Context: an optimization exercise on an open-source flow, tuned for small area and a short achievable clock period. The choices shown serve that exercise and are no tape-out recipe. In this exercise RTL edits were held to simulation tests only and were not proved equivalent to the original.

run a:
==> flow/design.v (excerpt) <==
module alu_top (
    input  logic                       clk,
    input  logic                       reset,
    input  logic                       enable,
    input  logic [2+4-1:0] op,
    input  logic [32-1:0]      opA,
    input  logic [32-1:0]      opB,
    input  logic                       cIn,
    output logic [32-1:0]      result,
    output logic [6-1:0] flags,
    output logic                       outValid
);
    logic [1:0] unit;
    logic [3:0] fn;
    assign unit = op[5:4];
    assign fn   = op[3:0];
    logic isArith, isLogic, isBits;
    assign isArith = (unit == 2'b01) && (fn < 4'd12);
    assign isLogic = (unit == 2'b10) && (fn < 4'd10);
    assign isBits  = (unit == 2'b11) && (fn < 4'd10);
    logic        useB, invY, invX, addC, selP, selG;
    logic [31:0] x, y, p, g, sum;
    logic        cout;
    assign useB = unit[1] ? ~(fn[3] & fn[0]) : (fn[3] | ~(fn[2] ^ fn[1]));
    assign invY = unit[1] ? (fn[3] | fn[2] | (fn[1] & fn[0]))
                          : (fn[3] | (fn[2] & fn[1]) | (~fn[2] & fn[0]));
    assign invX = unit[1] ? (~fn[3] & (fn[2] ? (~fn[1] & ~fn[0]) : (fn[1] & fn[0])))
                          : (~fn[3] & fn[2] & ~fn[1]);
    assign addC = fn[3] | fn[2] | (fn[1] ? ~fn[0] : (cIn ^ fn[0]));
    assign selP = isLogic & (fn != 4'd0) & (fn != 4'd4) & (fn != 4'd6);
    assign selG = isLogic & ((fn == 4'd0) | (fn == 4'd1) | (fn == 4'd3) | (fn == 4'd4)
                           | (fn == 4'd6) | (fn == 4'd7));
    assign x = opA ^ {32{invX}};
  ...
Size: ~36 flip-flops, about 110 I/O pins, about 9800 µm² of cells after synthesis.
==> module alu_top, before the edit <==
module alu_top (
    input  logic                       clk,
    input  logic                       reset,
    input  logic                       enable,
    input  logic [2+4-1:0] op,
    input  logic [32-1:0]      opA,
    input  logic [32-1:0]      opB,
    input  logic                       cIn,
    output logic [32-1:0]      result,
    output logic [6-1:0] flags,
    output logic                       outValid
);
    logic [1:0] unit;
    logic [3:0] fn;
    assign unit = op[5:4];
    assign fn   = op[3:0];
    logic isArith, isLogic, isBits;
    assign isArith = (unit == 2'b01) && (fn < 4'd12);
    assign isLogic = (unit == 2'b10) && (fn < 4'd10);
    assign isBits  = (unit == 2'b11) && (fn < 4'd10);
    logic        useB, invY, invX, addC, selP, selG;
    logic [31:0] x, y, p, g, sum;
    logic        cout;
    assign useB = unit[1] ? ~(fn[3] & fn[0]) : (fn[3] | ~(fn[2] ^ fn[1]));
    assign invY = unit[1] ? (fn[3] | fn[2] | (fn[1] & fn[0]))
                          : (fn[3] | (fn[2] & fn[1]) | (~fn[2] & fn[0]));
    assign invX = unit[1] ? (~fn[3] & (fn[2] ? (~fn[1] & ~fn[0]) : (fn[1] & fn[0])))
                          : (~fn[3] & fn[2] & ~fn[1]);
    assign addC = fn[3] | fn[2] | (fn[1] ? ~fn[0] : (cIn ^ fn[0]));
    assign selP = isLogic & (fn != 4'd0) & (fn != 4'd4) & (fn != 4'd6);
    assign selG = isLogic & ((fn == 4'd0) | (fn == 4'd1) | (fn == 4'd3) | (fn == 4'd4)
                           | (fn == 4'd6) | (fn == 4'd7));
    assign x = opA ^ {32{invX}};
    assign y = (opB & {32{useB}}) ^ {32{invY}};
    assign p = x ^ y;
    assign g = x & y;
    logic [31:0] G, P;
    always_comb begin
        G = g;
        P = p;
        G[0] = g[0] | (p[0] & addC);
        for (int l = 0; l < 5; l++) begin
            for (int i = 0; i < 32; i++) begin
                if ((i % (2 << l)) == (2 << l) - 1) begin
                    G[i] = G[i] | (P[i] & G[i - (1 << l)]);
                    P[i] = P[i] & P[i - (1 << l)];
                end
            end
        end
        for (int l = 3; l >= 0; l--) begin
            for (int i = 0; i < 32; i++) begin
                if ((i % (2 << l)) == (1 << l) - 1 && i >= (2 << l)) begin
                    G[i] = G[i] | (P[i] & G[i - (1 << l)]);
                    P[i] = P[i] & P[i - (1 << l)];
                end
            end
        end
    end
    assign sum  = p ^ {G[30:0], addC};
    assign cout = G[31];
    logic addCarry, addOvf;
    assign addCarry = (fn[3:2] == 2'b00) & (cout ^ fn[0]);
    assign addOvf   = ((fn[3:2] == 2'b00) | (fn == 4'd5))
                    & (x[31] == y[31]) & (sum[31] != x[31]);
    logic ltFlip, pickFlip, lt, pickA;
    assign ltFlip   = ~fn[0] & (opA[31] ^ opB[31]);
    assign pickFlip = ltFlip ^ fn[1];
    assign lt       = ~(cout ^ ltFlip);
    assign pickA    = ~(cout ^ pickFlip);
    logic [31:0] logicRes;
    assign logicRes = ({32{selP}} & p) | ({32{selG}} & g);
    logic        left, revIn, isRot, fill;
    logic [4:0]  r;
    logic [31:0] rev, xin, rot, shiftRes, bswap;
    assign left  = (fn == 4'd0) | (fn == 4'd3);
    assign revIn = left | (fn == 4'd5) | (fn == 4'd8);
    assign isRot = (fn == 4'd3) | (fn == 4'd4);
    assign fill  = (fn == 4'd2) & opA[31];
    assign r     = (fn == 4'd8) ? 5'd0 : opB[4:0];
    always_comb begin
        for (int i = 0; i < 32; i++) rev[i] = opA[31-i];
        for (int i = 0; i < 4; i++) bswap[8*i +: 8] = opA[24-8*i +: 8];
    end
    assign xin = revIn ? rev : opA;
    always_comb begin
        logic [31:0] t, n;
        t = xin;
        for (int k = 0; k < 5; k++) begin
            for (int i = 0; i < 32; i++) begin
                if (i + (1 << k) < 32)
                    n[i] = r[k] ? t[i + (1 << k)] : t[i];
                else
                    n[i] = r[k] ? (isRot ? t[i + (1 << k) - 32] : fill) : t[i];
            end
            t = n;
        end
        rot = t;
        for (int i = 0; i < 32; i++) shiftRes[i] = left ? rot[31-i] : rot[i];
    end
    logic [5:0] tz;
    always_comb begin
        logic [15:0] v16;
        logic [7:0]  v8;
        logic [3:0]  v4;
        logic [1:0]  v2;
        logic        z16, z8, z4, z2, z1, zAll;
        z16 = ~|xin[15:0];
        v16 = z16 ? xin[31:16] : xin[15:0];
        z8  = ~|v16[7:0];
        v8  = z8 ? v16[15:8] : v16[7:0];
        z4  = ~|v8[3:0];
        v4  = z4 ? v8[7:4] : v8[3:0];
        z2  = ~|v4[1:0];
        v2  = z2 ? v4[3:2] : v4[1:0];
        z1  = ~v2[0];
        zAll = z16 & ~|xin[31:16];
        tz = zAll ? 6'd32 : {1'b0, z16, z8, z4, z2, z1};
    end
    logic [5:0] pc;
    always_comb begin
        logic [1:0] p2 [16];
        logic [2:0] p3 [8];
        logic [3:0] p4 [4];
        logic [4:0] p5 [2];
        for (int i = 0; i < 16; i++) p2[i] = {1'b0, opA[2*i]} + {1'b0, opA[2*i+1]};
        for (int i = 0; i < 8; i++)  p3[i] = {1'b0, p2[2*i]} + {1'b0, p2[2*i+1]};
        for (int i = 0; i < 4; i++)  p4[i] = {1'b0, p3[2*i]} + {1'b0, p3[2*i+1]};
        for (int i = 0; i < 2; i++)  p5[i] = {1'b0, p4[2*i]} + {1'b0, p4[2*i+1]};
        pc = {1'b0, p5[0]} + {1'b0, p5[1]};
    end
    logic [31:0] bitsRes;
    always_comb begin
        case (fn)
            4'd5, 4'd6: bitsRes = {26'd0, tz};
            4'd7:       bitsRes = {26'd0, pc};
            4'd9:       bitsRes = bswap;
            default:    bitsRes = shiftRes;
        endcase
    end
    logic [31:0] early, value;
    logic        known, selArith, selSum, selSlt, selMM, selAbsA, selMinA, selMinB, selBits, load;
    assign selArith = isArith & ~reset;
    assign selSum   = selArith & ((fn[3:2] == 2'b00) | (fn == 4'd4) | ((fn == 4'd5) & opA[31]));
    assign selAbsA  = selArith & (fn == 4'd5) & ~opA[31];
    assign selSlt   = selArith & (fn[3:1] == 3'b011);
    assign selMM    = selArith & fn[3];
    assign selMinA  = (pickA ? selMM : 1'b0) | selAbsA;
    assign selMinB  = pickA ? 1'b0 : selMM;
    assign selBits  = isBits & ~reset;
    assign known    = (isArith | isLogic | isBits) & ~reset;
    assign early    = ({32{selSum}} & sum)
                    | ({32{~reset}} & logicRes)
                    | ({32{selBits}}  & bitsRes);
    assign value    = early | ({32{selMinA}} & opA) | ({32{selMinB}} & opB)
                    | {31'd0, selSlt & lt};
    assign load     = enable | reset;
    logic carryQ, ovfQ, knownQ;
    always_ff @(posedge clk) begin
        outValid <= enable & ~reset;
        if (load) begin
            result <= value;
            carryQ <= selArith & addCarry;
            ovfQ   <= selArith & addOvf;
            knownQ <= known;
        end
    end
    logic oddQ;
    assign oddQ  = ^result;
    assign flags = {carryQ, ovfQ, knownQ & ~oddQ, oddQ, result[31], knownQ & ~|result};
endmodule
export LEC_CHECK = 0
export ABC_AREA = 1
export CAP_MARGIN = 20
export CORE_MARGIN = 2
export CORE_UTILIZATION = 40
export SETUP_SLACK_MARGIN = 4.5
export SLEW_MARGIN = 20
create_clock -name core_clock -period 10.5 [get_ports {clk}]
standard.sh (not shown) runs the stock make flow with config.mk's settings and CLKGATE_MAP_FILE= SYNTH_SCRIPT=/design/flow/synth_recipe.tcl, a recipe that flattens the netlist after the stock synthesis.
==> flow/flow/run.sh <==
#!/bin/bash
# The standard layout, with two changes: no full/half adder cells
# (ADDER_MAP_FILE left empty, so ABC maps the adder logic itself), and plain
# buffers (instead of the slow delay-cell default) buffer the ports.
set -euo pipefail
export BUFFER_PORTS_ARGS="-buffer_cell sky130_fd_sc_hd__buf_2"
bash standard.sh ADDER_MAP_FILE= finish > standard_flow.log 2>&1
--- input diff run a..run b ---
--- a/flow/design.v
+++ b/flow/design.v
@@ -191,28 +191,41 @@
         end
         rot = t;
         for (int i = 0; i < 32; i++) shiftRes[i] = left ? rot[31-i] : rot[i];
     end
     logic [5:0] tz;
     always_comb begin
-        logic [15:0] v16;
-        logic [7:0]  v8;
-        logic [3:0]  v4;
-        logic [1:0]  v2;
-        logic        z16, z8, z4, z2, z1, zAll;
-        z16 = ~|xin[15:0];
-        v16 = z16 ? xin[31:16] : xin[15:0];
-        z8  = ~|v16[7:0];
-        v8  = z8 ? v16[15:8] : v16[7:0];
-        z4  = ~|v8[3:0];
-        v4  = z4 ? v8[7:4] : v8[3:0];
-        z2  = ~|v4[1:0];
-        v2  = z2 ? v4[3:2] : v4[1:0];
-        z1  = ~v2[0];
-        zAll = z16 & ~|xin[31:16];
-        tz = zAll ? 6'd32 : {1'b0, z16, z8, z4, z2, z1};
+        logic [31:0] v1;
+        logic [15:0] v2;
+        logic [7:0]  v4;
+        logic [3:0]  v8;
+        logic [1:0]  v16;
+        logic [0:0]  c2  [16];
+        logic [1:0]  c4  [8];
+        logic [2:0]  c8  [4];
+        logic [3:0]  c16 [2];
+        logic [4:0]  c32;
+        v1 = xin;
+        for (int i = 0; i < 16; i++) begin
+            v2[i] = v1[2*i] | v1[2*i+1];
+            c2[i] = ~v1[2*i];
+        end
+        for (int i = 0; i < 8; i++) begin
+            v4[i] = v2[2*i] | v2[2*i+1];
+            c4[i] = v2[2*i] ? {1'b0, c2[2*i]} : {1'b1, c2[2*i+1]};
+        end
+        for (int i = 0; i < 4; i++) begin
+            v8[i] = v4[2*i] | v4[2*i+1];
+            c8[i] = v4[2*i] ? {1'b0, c4[2*i]} : {1'b1, c4[2*i+1]};
+        end
+        for (int i = 0; i < 2; i++) begin
+            v16[i] = v8[2*i] | v8[2*i+1];
+            c16[i] = v8[2*i] ? {1'b0, c8[2*i]} : {1'b1, c8[2*i+1]};
+        end
+        c32 = v16[0] ? {1'b0, c16[0]} : {1'b1, c16[1]};
+        tz  = (v16[0] | v16[1]) ? {1'b0, c32} : 6'd32;
     end
     logic [5:0] pc;
     always_comb begin
         logic [1:0] p2 [16];
         logic [2:0] p3 [8];
         logic [3:0] p4 [4];
==> run summary <==
- Run b against run a: non-clock buffering overhead in the final layout lost 0.18 points, sequential share of layout area picked up an extra 0.22 points, non-clock inverter instance count of the final layout picked up an extra 8, number of different library cells in the post-synthesis netlist picked up an extra 3, final RePlAce weighted congestion picked up an extra about 2.8%.
- Compared with run a, run b shows a higher sequential fraction of design power.
- Number of gates resized after CTS for run b is lower than for run a.
- Final HPWL from detailed placement: run a vs run b — no meaningful difference
- Post-layout instance area ended up 2.2% lower on run b than on run a.
- Run b reports its capture point of the critical path as result[14]$_DFFE_PP_ while run a reports result[8]$_DFFE_PP_.
- Area of the mapped netlist (run b vs. run a) decreases slightly

==> port drivers added, routing unchanged <==
Ports are ideal in the flow. The routed layouts listed here were re-timed in OpenROAD. Step 1 assumes that a clkbuf_16 drives the clock port and a buf_2 every other input. Step 2 also shifts input and output timing later by t, the mid clock arrival at the registers, as if the neighbouring blocks saw the same clock. Three values: ideal ports, drivers, drivers and shift; two values: the first two.
run | shift t [ns] | slack for setup (ns) | worst setup path at the end | pins driven straight from the clock port
run a | 0.328 | 4.715 / 4.731 / 4.403 | input to register | 1
run b | 0.333 | 4.754 / 4.773 / 4.440 | input to register | 1
After both steps every run listed still meets setup and hold. The setup slack of run b, which loses most, moves by +0.019 ns with the drivers and by -0.314 ns with both steps.
